This is an optimization exercise on Yosys and OpenROAD, whose aim is small area, a short achievable clock period and few clock cycles per item, not a production implementation.

==> run R <==
Design inclusive_day_count_between_dates, start of the top module:
module inclusive_day_count_between_dates #(
	parameter int unsigned MAX_YEAR = 9999
) (
	input  logic        clk,
	input  logic        arst_n,
	input  logic        dates_valid,
	output logic        dates_ready,
	input  logic [4:0]  dates_start_day,
	input  logic [3:0]  dates_start_month,
	input  logic [13:0] dates_start_year,
	input  logic [4:0]  dates_end_day,
	input  logic [3:0]  dates_end_month,
	input  logic [13:0] dates_end_year,
	output logic        result_valid,
	input  logic        result_ready,
	output logic [21:0] result_day_count,
	output logic        result_order_error
);
export LEC_CHECK = 0
export CAP_MARGIN = 20
export CORE_MARGIN = 2
export CORE_UTILIZATION = 40
export CTS_BUF_LIST = sky130_fd_sc_hd__clkbuf_8
export SETUP_SLACK_MARGIN = 5
export SLEW_MARGIN = 20
export SYNTH_HIERARCHICAL = 1
create_clock -name core_clock -period 10.0 [get_ports {clk}]
standard.sh (not shown) runs the stock make flow with config.mk's settings and CLKGATE_MAP_FILE= SYNTH_SCRIPT=/design/flow/synth_recipe.tcl, a recipe that flattens the netlist after the stock synthesis.
==> flow/flow/run.sh <==
#!/bin/bash
# The standard layout (the standard.sh, unchanged synthesis), with the
# port buffers made from the smallest buffer cell instead of the default
# choice; the resizer still upsizes them where timing needs it. ORFS writes
# each step's full log under orfs/logs; make's own output goes to
# standard.log.
set -uo pipefail
bash standard.sh "BUFFER_PORTS_ARGS=-buffer_cell sky130_fd_sc_hd__buf_1" finish > standard.log 2>&1
==> run K (differences from run R) <==
==> flow/flow/run.sh (replaced) <==
#!/bin/bash
# The standard layout (the standard.sh, unchanged synthesis), with the
# port buffers made from the smallest buffer cell instead of the default
# choice (the resizer still upsizes them where timing needs it), and the
# resizer's setup target set further below the clock period. ORFS writes
# each step's full log under orfs/logs; make's own output goes to
# standard.log.
set -uo pipefail
bash standard.sh "BUFFER_PORTS_ARGS=-buffer_cell sky130_fd_sc_hd__buf_1" SETUP_SLACK_MARGIN=5.6 finish > standard.log 2>&1
==> run Y (differences from run R) <==
--- a/flow/design.v
+++ b/flow/design.v
@@ -1256,18 +1256,18 @@
 	idc_fa u_w_v_19 (.a(ts_t[4]), .b(w_v_8), .c(w_v_9), .s(w_v_19), .co(w_v_20));
 	idc_fa u_w_v_21 (.a(te_t[5]), .b(ts_t[5]), .c(w_v_10), .s(w_v_21), .co(w_v_22));
 	assign w_v_23 = te_t[6] ^ ts_t[6];
 	assign w_v_24 = te_t[6] & ts_t[6];
 	assign w_v_25 = te_t[7] ^ ts_t[7];
 	assign w_v_26 = te_t[7] & ts_t[7];
 	assign w_v_27 = te_t[8] ^ ts_t[8];
 	assign w_v_28 = te_t[8] & ts_t[8];
-	assign w_v_29 = w_v_11 ^ w_v_1;
-	assign w_v_30 = w_v_11 & w_v_1;
+	assign w_v_29 = w_v_1 ^ w_v_11;
+	assign w_v_30 = w_v_1 & w_v_11;
 	assign w_v_31 = w_v_12 ^ w_v_13;
 	assign w_v_32 = w_v_12 & w_v_13;
 	assign w_v_33 = w_v_14 ^ w_v_15;
 	assign w_v_34 = w_v_14 & w_v_15;
 	assign w_v_35 = w_v_16 ^ w_v_17;
 	assign w_v_36 = w_v_16 & w_v_17;
 	assign w_v_37 = w_v_18 ^ w_v_19;
 	assign w_v_38 = w_v_18 & w_v_19;
@@ -1819,178 +1819,178 @@
 	assign t_3 = ecn_q[2] ^ ecn_q[0];
 	assign t_4 = ecn_q[2] & ecn_q[0];
 	idc_fa u_t_5 (.a(da_q[1]), .b(sc_q[2]), .c(sc_q[3]), .s(t_5), .co(t_6));
 	idc_fa u_t_7 (.a(sc_q[1]), .b(ecn_q[2]), .c(ecn_q[3]), .s(t_7), .co(t_8));
 	assign t_9 = ecn_q[1] ^ v_q[1];
 	assign t_10 = ecn_q[1] & v_q[1];
 	idc_fa u_t_11 (.a(da_q[2]), .b(da_q[0]), .c(sc_q[3]), .s(t_11), .co(t_12));
 	idc_fa u_t_13 (.a(sc_q[4]), .b(ecn_q[3]), .c(ecn_q[4]), .s(t_13), .co(t_14));
-	assign t_15 = v_q[2] ^ yb_t[2];
-	assign t_16 = v_q[2] & yb_t[2];
+	assign t_15 = v_q[2] ^ t_11;
+	assign t_16 = v_q[2] & t_11;
 	idc_fa u_t_17 (.a(da_q[3]), .b(da_q[1]), .c(sc_q[4]), .s(t_17), .co(t_18));
 	idc_fa u_t_19 (.a(sc_q[5]), .b(ecn_q[4]), .c(ecn_q[5]), .s(t_19), .co(t_20));
-	assign t_21 = v_q[3] ^ yb_t[3];
-	assign t_22 = v_q[3] & yb_t[3];
+	assign t_21 = v_q[3] ^ t_17;
+	assign t_22 = v_q[3] & t_17;
 	idc_fa u_t_23 (.a(da_q[4]), .b(da_q[2]), .c(da_q[0]), .s(t_23), .co(t_24));
 	idc_fa u_t_25 (.a(sc_q[5]), .b(sc_q[6]), .c(ecn_q[5]), .s(t_25), .co(t_26));
-	idc_fa u_t_27 (.a(ecn_q[6]), .b(v_q[4]), .c(yb_t[4]), .s(t_27), .co(t_28));
+	idc_fa u_t_27 (.a(ecn_q[6]), .b(v_q[4]), .c(t_23), .s(t_27), .co(t_28));
 	idc_fa u_t_29 (.a(da_q[5]), .b(da_q[3]), .c(da_q[1]), .s(t_29), .co(t_30));
 	idc_fa u_t_31 (.a(da_q[0]), .b(sc_q[6]), .c(ecn_q[6]), .s(t_31), .co(t_32));
-	assign t_33 = v_q[5] ^ yb_t[5];
-	assign t_34 = v_q[5] & yb_t[5];
+	assign t_33 = v_q[5] ^ t_29;
+	assign t_34 = v_q[5] & t_29;
 	idc_fa u_t_35 (.a(da_q[6]), .b(da_q[4]), .c(da_q[2]), .s(t_35), .co(t_36));
 	assign t_37 = da_q[1] ^ v_q[6];
 	assign t_38 = da_q[1] & v_q[6];
 	idc_fa u_t_39 (.a(da_q[7]), .b(da_q[5]), .c(da_q[3]), .s(t_39), .co(t_40));
 	assign t_41 = da_q[2] ^ da_q[0];
 	assign t_42 = da_q[2] & da_q[0];
 	idc_fa u_t_43 (.a(da_q[8]), .b(da_q[6]), .c(da_q[4]), .s(t_43), .co(t_44));
 	idc_fa u_t_45 (.a(da_q[3]), .b(da_q[1]), .c(da_q[0]), .s(t_45), .co(t_46));
 	idc_fa u_t_47 (.a(da_q[9]), .b(da_q[7]), .c(da_q[5]), .s(t_47), .co(t_48));
 	idc_fa u_t_49 (.a(da_q[4]), .b(da_q[2]), .c(da_q[1]), .s(t_49), .co(t_50));
 	idc_fa u_t_51 (.a(da_q[10]), .b(da_q[8]), .c(da_q[6]), .s(t_51), .co(t_52));
 	idc_fa u_t_53 (.a(da_q[5]), .b(da_q[3]), .c(da_q[2]), .s(t_53), .co(t_54));
 	assign t_55 = da_q[0] ^ v_q[10];
 	assign t_56 = da_q[0] & v_q[10];
 	idc_fa u_t_57 (.a(da_q[11]), .b(da_q[9]), .c(da_q[7]), .s(t_57), .co(t_58));
 	idc_fa u_t_59 (.a(da_q[6]), .b(da_q[4]), .c(da_q[3]), .s(t_59), .co(t_60));
-	idc_fa u_t_61 (.a(da_q[1]), .b(v_q[11]), .c(yb_t[11]), .s(t_61), .co(t_62));
+	idc_fa u_t_61 (.a(da_q[1]), .b(v_q[11]), .c(t_57), .s(t_61), .co(t_62));
 	idc_fa u_t_63 (.a(da_q[12]), .b(da_q[10]), .c(da_q[8]), .s(t_63), .co(t_64));
 	idc_fa u_t_65 (.a(da_q[7]), .b(da_q[5]), .c(da_q[4]), .s(t_65), .co(t_66));
 	assign t_67 = da_q[2] ^ v_q[12];
 	assign t_68 = da_q[2] & v_q[12];
 	idc_fa u_t_69 (.a(da_q[11]), .b(da_q[9]), .c(da_q[8]), .s(t_69), .co(t_70));
 	idc_fa u_t_71 (.a(da_q[6]), .b(da_q[5]), .c(da_q[3]), .s(t_71), .co(t_72));
 	idc_fa u_t_73 (.a(da_q[12]), .b(da_q[10]), .c(da_q[9]), .s(t_73), .co(t_74));
 	assign t_75 = da_q[11] ^ da_q[10];
 	assign t_76 = da_q[11] & da_q[10];
 	idc_fa u_t_77 (.a(v_q[0]), .b(sl_q), .c(eln_q), .s(t_77), .co(t_78));
 	idc_fa u_t_79 (.a(t_4), .b(t_9), .c(t_2), .s(t_79), .co(t_80));
 	assign t_81 = t_5 ^ t_7;
 	assign t_82 = t_5 & t_7;
 	idc_fa u_t_83 (.a(t_10), .b(t_6), .c(t_8), .s(t_83), .co(t_84));
-	idc_fa u_t_85 (.a(t_11), .b(t_13), .c(t_15), .s(t_85), .co(t_86));
-	idc_fa u_t_87 (.a(t_12), .b(t_14), .c(t_17), .s(t_87), .co(t_88));
-	idc_fa u_t_89 (.a(t_19), .b(t_16), .c(t_21), .s(t_89), .co(t_90));
-	idc_fa u_t_91 (.a(t_18), .b(t_20), .c(t_23), .s(t_91), .co(t_92));
-	idc_fa u_t_93 (.a(t_25), .b(t_22), .c(t_27), .s(t_93), .co(t_94));
-	idc_fa u_t_95 (.a(t_24), .b(t_26), .c(t_29), .s(t_95), .co(t_96));
-	idc_fa u_t_97 (.a(t_31), .b(t_33), .c(t_28), .s(t_97), .co(t_98));
+	idc_fa u_t_85 (.a(t_13), .b(yb_t[2]), .c(t_15), .s(t_85), .co(t_86));
+	idc_fa u_t_87 (.a(t_12), .b(t_14), .c(t_19), .s(t_87), .co(t_88));
+	idc_fa u_t_89 (.a(yb_t[3]), .b(t_16), .c(t_21), .s(t_89), .co(t_90));
+	idc_fa u_t_91 (.a(t_18), .b(t_20), .c(t_25), .s(t_91), .co(t_92));
+	idc_fa u_t_93 (.a(yb_t[4]), .b(t_22), .c(t_27), .s(t_93), .co(t_94));
+	idc_fa u_t_95 (.a(t_24), .b(t_26), .c(t_31), .s(t_95), .co(t_96));
+	idc_fa u_t_97 (.a(yb_t[5]), .b(t_33), .c(t_28), .s(t_97), .co(t_98));
 	idc_fa u_t_99 (.a(t_37), .b(t_30), .c(t_32), .s(t_99), .co(t_100));
 	idc_fa u_t_101 (.a(t_35), .b(yb_t[6]), .c(t_34), .s(t_101), .co(t_102));
 	idc_fa u_t_103 (.a(v_q[7]), .b(t_38), .c(t_41), .s(t_103), .co(t_104));
 	idc_fa u_t_105 (.a(t_36), .b(t_39), .c(yb_t[7]), .s(t_105), .co(t_106));
 	idc_fa u_t_107 (.a(v_q[8]), .b(t_42), .c(t_40), .s(t_107), .co(t_108));
 	idc_fa u_t_109 (.a(t_43), .b(t_45), .c(yb_t[8]), .s(t_109), .co(t_110));
 	idc_fa u_t_111 (.a(v_q[9]), .b(t_44), .c(t_46), .s(t_111), .co(t_112));
 	idc_fa u_t_113 (.a(t_47), .b(t_49), .c(yb_t[9]), .s(t_113), .co(t_114));
 	idc_fa u_t_115 (.a(t_55), .b(t_48), .c(t_50), .s(t_115), .co(t_116));
 	idc_fa u_t_117 (.a(t_51), .b(t_53), .c(yb_t[10]), .s(t_117), .co(t_118));
 	idc_fa u_t_119 (.a(t_56), .b(t_52), .c(t_54), .s(t_119), .co(t_120));
-	idc_fa u_t_121 (.a(t_57), .b(t_59), .c(t_61), .s(t_121), .co(t_122));
+	idc_fa u_t_121 (.a(t_59), .b(yb_t[11]), .c(t_119), .s(t_121), .co(t_122));
 	idc_fa u_t_123 (.a(t_67), .b(t_58), .c(t_60), .s(t_123), .co(t_124));
 	idc_fa u_t_125 (.a(t_63), .b(t_65), .c(t_62), .s(t_125), .co(t_126));
 	idc_fa u_t_127 (.a(t_68), .b(t_64), .c(t_66), .s(t_127), .co(t_128));
-	assign t_129 = t_69 ^ t_71;
-	assign t_130 = t_69 & t_71;
+	idc_fa u_t_129 (.a(t_69), .b(t_71), .c(t_127), .s(t_129), .co(t_130));
 	idc_fa u_t_131 (.a(da_q[7]), .b(da_q[6]), .c(da_q[4]), .s(t_131), .co(t_132));
 	idc_fa u_t_133 (.a(t_70), .b(t_72), .c(t_73), .s(t_133), .co(t_134));
 	idc_fa u_t_135 (.a(da_q[8]), .b(da_q[7]), .c(da_q[5]), .s(t_135), .co(t_136));
-	assign t_137 = t_75 ^ t_74;
-	assign t_138 = t_75 & t_74;
+	idc_fa u_t_137 (.a(t_75), .b(t_74), .c(t_135), .s(t_137), .co(t_138));
 	idc_fa u_t_139 (.a(da_q[12]), .b(da_q[11]), .c(da_q[9]), .s(t_139), .co(t_140));
 	idc_fa u_t_141 (.a(da_q[8]), .b(da_q[6]), .c(t_76), .s(t_141), .co(t_142));
 	idc_fa u_t_143 (.a(da_q[12]), .b(da_q[10]), .c(da_q[9]), .s(t_143), .co(t_144));
 	assign t_145 = da_q[11] ^ da_q[10];
 	assign t_146 = da_q[11] & da_q[10];
-	assign t_147 = t_3 ^ t_77;
-	assign t_148 = t_3 & t_77;
+	assign t_147 = t_3 ^ t_1;
+	assign t_148 = t_3 & t_1;
 	idc_fa u_t_149 (.a(t_78), .b(yb_t[1]), .c(t_81), .s(t_149), .co(t_150));
 	idc_fa u_t_151 (.a(t_82), .b(t_80), .c(t_83), .s(t_151), .co(t_152));
 	idc_fa u_t_153 (.a(t_84), .b(t_87), .c(t_86), .s(t_153), .co(t_154));
 	idc_fa u_t_155 (.a(t_88), .b(t_91), .c(t_90), .s(t_155), .co(t_156));
 	idc_fa u_t_157 (.a(t_92), .b(t_95), .c(t_94), .s(t_157), .co(t_158));
 	idc_fa u_t_159 (.a(t_96), .b(t_99), .c(t_101), .s(t_159), .co(t_160));
 	idc_fa u_t_161 (.a(t_103), .b(t_100), .c(t_105), .s(t_161), .co(t_162));
 	idc_fa u_t_163 (.a(t_104), .b(t_107), .c(t_106), .s(t_163), .co(t_164));
 	idc_fa u_t_165 (.a(t_108), .b(t_111), .c(t_110), .s(t_165), .co(t_166));
 	idc_fa u_t_167 (.a(t_112), .b(t_115), .c(t_114), .s(t_167), .co(t_168));
-	idc_fa u_t_169 (.a(t_116), .b(t_119), .c(t_118), .s(t_169), .co(t_170));
+	idc_fa u_t_169 (.a(t_116), .b(t_118), .c(t_61), .s(t_169), .co(t_170));
 	idc_fa u_t_171 (.a(t_120), .b(t_123), .c(t_122), .s(t_171), .co(t_172));
-	idc_fa u_t_173 (.a(t_129), .b(t_124), .c(t_127), .s(t_173), .co(t_174));
-	idc_fa u_t_175 (.a(t_131), .b(t_130), .c(t_128), .s(t_175), .co(t_176));
-	idc_fa u_t_177 (.a(t_132), .b(t_135), .c(t_137), .s(t_177), .co(t_178));
-	idc_fa u_t_179 (.a(t_136), .b(t_139), .c(t_138), .s(t_179), .co(t_180));
+	idc_fa u_t_173 (.a(t_124), .b(t_126), .c(t_129), .s(t_173), .co(t_174));
+	idc_fa u_t_175 (.a(t_131), .b(t_128), .c(t_133), .s(t_175), .co(t_176));
+	idc_fa u_t_177 (.a(t_132), .b(t_134), .c(t_137), .s(t_177), .co(t_178));
+	idc_fa u_t_179 (.a(t_136), .b(t_139), .c(t_141), .s(t_179), .co(t_180));
 	idc_fa u_t_181 (.a(da_q[7]), .b(t_140), .c(t_143), .s(t_181), .co(t_182));
 	idc_fa u_t_183 (.a(da_q[8]), .b(t_145), .c(t_144), .s(t_183), .co(t_184));
 	idc_fa u_t_185 (.a(da_q[12]), .b(da_q[11]), .c(da_q[9]), .s(t_185), .co(t_186));
-	assign t_187 = t_1 ^ yb_t[0];
-	assign t_188 = t_1 & yb_t[0];
+	assign t_187 = t_77 ^ yb_t[0];
+	assign t_188 = t_77 & yb_t[0];
 	idc_fa u_t_189 (.a(t_148), .b(t_79), .c(t_149), .s(t_189), .co(t_190));
 	idc_fa u_t_191 (.a(t_150), .b(t_85), .c(t_151), .s(t_191), .co(t_192));
-	idc_fa u_t_193 (.a(t_152), .b(t_89), .c(t_153), .s(t_193), .co(t_194));
+	idc_fa u_t_193 (.a(t_89), .b(t_152), .c(t_153), .s(t_193), .co(t_194));
 	idc_fa u_t_195 (.a(t_93), .b(t_154), .c(t_155), .s(t_195), .co(t_196));
 	idc_fa u_t_197 (.a(t_97), .b(t_156), .c(t_157), .s(t_197), .co(t_198));
 	idc_fa u_t_199 (.a(t_98), .b(t_159), .c(t_158), .s(t_199), .co(t_200));
 	idc_fa u_t_201 (.a(t_102), .b(t_161), .c(t_160), .s(t_201), .co(t_202));
 	idc_fa u_t_203 (.a(t_109), .b(t_162), .c(t_163), .s(t_203), .co(t_204));
 	idc_fa u_t_205 (.a(t_113), .b(t_164), .c(t_165), .s(t_205), .co(t_206));
 	idc_fa u_t_207 (.a(t_117), .b(t_166), .c(t_167), .s(t_207), .co(t_208));
-	idc_fa u_t_209 (.a(t_168), .b(t_169), .c(t_121), .s(t_209), .co(t_210));
+	idc_fa u_t_209 (.a(t_168), .b(t_121), .c(t_169), .s(t_209), .co(t_210));
 	idc_fa u_t_211 (.a(t_170), .b(t_125), .c(t_171), .s(t_211), .co(t_212));
-	idc_fa u_t_213 (.a(t_173), .b(t_126), .c(t_172), .s(t_213), .co(t_214));
-	idc_fa u_t_215 (.a(t_133), .b(t_174), .c(t_175), .s(t_215), .co(t_216));
-	idc_fa u_t_217 (.a(t_134), .b(t_177), .c(t_176), .s(t_217), .co(t_218));
-	idc_fa u_t_219 (.a(t_141), .b(t_179), .c(t_178), .s(t_219), .co(t_220));
+	assign t_213 = t_172 ^ t_173;
+	assign t_214 = t_172 & t_173;
+	idc_fa u_t_215 (.a(t_130), .b(t_175), .c(t_174), .s(t_215), .co(t_216));
+	assign t_217 = t_176 ^ t_177;
+	assign t_218 = t_176 & t_177;
+	idc_fa u_t_219 (.a(t_138), .b(t_179), .c(t_178), .s(t_219), .co(t_220));
 	idc_fa u_t_221 (.a(t_142), .b(t_181), .c(t_180), .s(t_221), .co(t_222));
 	assign t_223 = t_182 ^ t_183;
 	assign t_224 = t_182 & t_183;
 	idc_fa u_t_225 (.a(t_146), .b(t_185), .c(t_184), .s(t_225), .co(t_226));
 	idc_fa u_t_227 (.a(da_q[12]), .b(da_q[10]), .c(t_186), .s(t_227), .co(t_228));
-	assign t_229 = t_212 ^ t_213;
-	assign t_230 = t_212 & t_213;
-	assign t_231 = t_215 ^ t_214;
-	assign t_232 = t_215 & t_214;
-	assign t_233 = t_216 ^ t_217;
-	assign t_234 = t_216 & t_217;
-	assign t_235 = t_219 ^ t_218;
-	assign t_236 = t_219 & t_218;
+	assign t_229 = t_213 ^ t_212;
+	assign t_230 = t_213 & t_212;
+	assign t_231 = t_214 ^ t_215;
+	assign t_232 = t_214 & t_215;
+	assign t_233 = t_217 ^ t_216;
+	assign t_234 = t_217 & t_216;
+	assign t_235 = t_218 ^ t_219;
+	assign t_236 = t_218 & t_219;
 	assign t_237 = t_221 ^ t_220;
 	assign t_238 = t_221 & t_220;
 	assign t_239 = t_223 ^ t_222;
 	assign t_240 = t_223 & t_222;
 	assign t_241 = t_224 ^ t_225;
 	assign t_242 = t_224 & t_225;
 	assign t_243 = t_227 ^ t_226;
 	assign t_244 = t_227 & t_226;
 	assign t_245 = da_q[11] ^ t_228;
 	assign t_246 = da_q[11] & t_228;
-	assign t_247 = t_233 ^ t_232;
-	assign t_248 = t_233 & t_232;
-	assign t_249 = t_234 ^ t_235;
-	assign t_250 = t_234 & t_235;
+	assign t_247 = t_232 ^ t_233;
+	assign t_248 = t_232 & t_233;
+	assign t_249 = t_235 ^ t_234;
+	assign t_250 = t_235 & t_234;
 	assign t_251 = t_236 ^ t_237;
 	assign t_252 = t_236 & t_237;
-	assign t_253 = t_238 ^ t_239;
-	assign t_254 = t_238 & t_239;
+	assign t_253 = t_239 ^ t_238;
+	assign t_254 = t_239 & t_238;
 	assign t_255 = t_241 ^ t_240;
 	assign t_256 = t_241 & t_240;
 	assign t_257 = t_242 ^ t_243;
 	assign t_258 = t_242 & t_243;
 	assign t_259 = t_245 ^ t_244;
 	assign t_260 = t_245 & t_244;
 	assign t_261 = da_q[12] ^ t_246;
 	assign t_262 = da_q[12] & t_246;
 	assign t_263 = t_252 ^ t_253;
 	assign t_264 = t_252 & t_253;
-	assign t_265 = t_254 ^ t_255;
-	assign t_266 = t_254 & t_255;
-	assign t_267 = t_256 ^ t_257;
-	assign t_268 = t_256 & t_257;
+	assign t_265 = t_255 ^ t_254;
+	assign t_266 = t_255 & t_254;
+	assign t_267 = t_257 ^ t_256;
+	assign t_268 = t_257 & t_256;
 	assign t_269 = t_258 ^ t_259;
 	assign t_270 = t_258 & t_259;
 	assign t_271 = t_261 ^ t_260;
 	assign t_272 = t_261 & t_260;
 	assign t_273 = t_269 ^ t_268;
 	assign t_274 = t_269 & t_268;
 	assign t_275 = t_270 ^ t_271;
 	assign t_276 = t_270 & t_271;
@@ -2021,26 +2021,26 @@
 	assign t_301 = t_210 ^ t_211;
 	assign t_302 = t_210 & t_211;
 	assign t_303 = t_229 ^ 1'b1;
 	assign t_304 = t_229 & 1'b1;
 	assign t_305 = t_230 ^ t_231;
 	assign t_306 = t_230 & t_231;
 	assign t_307 = t_247 ^ 1'b1;
 	assign t_308 = t_247 & 1'b1;
-	assign t_309 = t_249 ^ t_248;
-	assign t_310 = t_249 & t_248;
-	assign t_311 = t_250 ^ t_251;
-	assign t_312 = t_250 & t_251;
+	assign t_309 = t_248 ^ t_249;
+	assign t_310 = t_248 & t_249;
+	assign t_311 = t_251 ^ t_250;
+	assign t_312 = t_251 & t_250;
 	assign t_313 = t_263 ^ 1'b1;
 	assign t_314 = t_263 & 1'b1;
 	assign t_315 = t_265 ^ t_264;
 	assign t_316 = t_265 & t_264;
-	assign t_317 = t_266 ^ t_267;
-	assign t_318 = t_266 & t_267;
+	assign t_317 = t_267 ^ t_266;
+	assign t_318 = t_267 & t_266;
 	assign t_319 = t_273 ^ 1'b1;
 	assign t_320 = t_273 & 1'b1;
 	assign t_321 = t_274 ^ t_275;
 	assign t_322 = t_274 & t_275;
 	assign t_323 = t_280 | (t_279 & t_278);
 	assign t_324 = t_279 & t_277;
 	assign t_325 = t_284 | (t_283 & t_282);
 	assign t_326 = t_283 & t_281;
==> qor summary <==
| quantity | run Y | run R | run K |
|---|---|---|---|
| Skew final | 0.01344 ns | 0.01373 ns | 0.01702 ns |
| Area of the mapped netlist | 10070 sq um | 10020 sq um | 10020 sq um |
| Met2 usage in global routing | 26.89% | 26.83% | 30.23% |
| Outcome | no timing/DRC/antenna violations | no timing/DRC/antenna violations | no timing/DRC/antenna violations |
| Area growth from synthesis to layout | 17.63% | 17.27% | 28.29% |
| Number of gates resized after cts | 64 | 68 | 134 |
| Die Ht | 162.6 um | 162.3 um | 162.3 um |
| Filler instances | 2317 | 2230 | 2135 |
| Multi-input comb cells | 732 | 740 | 742 |
| Non-Filler Instances | 1332 | 1312 | 1354 |
| Xor and xnor fraction of the mapped netlist area | 4.264% | 4.544% | 4.544% |
| Number of buffers inserted to repair setup after CTS | 25 | 21 | 51 |
No run of this note included a check of the RTL's function; only the layout flow was run.

[what the ideal ports hide]
In the flow no input, the clock included, has a driving cell. The finished layouts below were timed again as built, in two steps.
Step 1: set_driving_cell puts a clkbuf_16 on clk and a buf_2 on each other input, an assumption about the parent block.
Step 2, shift: input delay + t, output delay - t, t = (earliest + latest rising clock arrival at the registers) / 2. This alone moves slack from input paths to output paths.
Slacks: ideal ports / drivers / drivers and shift; pairs: ideal ports / drivers.
run | t (ns) | setup slack, ns | hold slack, ns | worst setup path at the end
run R | 0.382 | 4.865 / 4.830 / 4.448 | 0.524 / 0.524 / 0.524 | input to register
run K | 0.394 | 4.875 / 4.851 / 4.458 | 0.906 / 0.906 / 0.906 | input to register
run Y | 0.404 | 4.894 / 4.876 / 4.471 | 0.519 / 0.519 / 0.519 | input to register
After both steps setup and hold are still met in every run listed. For run Y, which loses most, drivers alone change the setup slack by -0.018 ns; drivers and shift together by -0.423 ns.
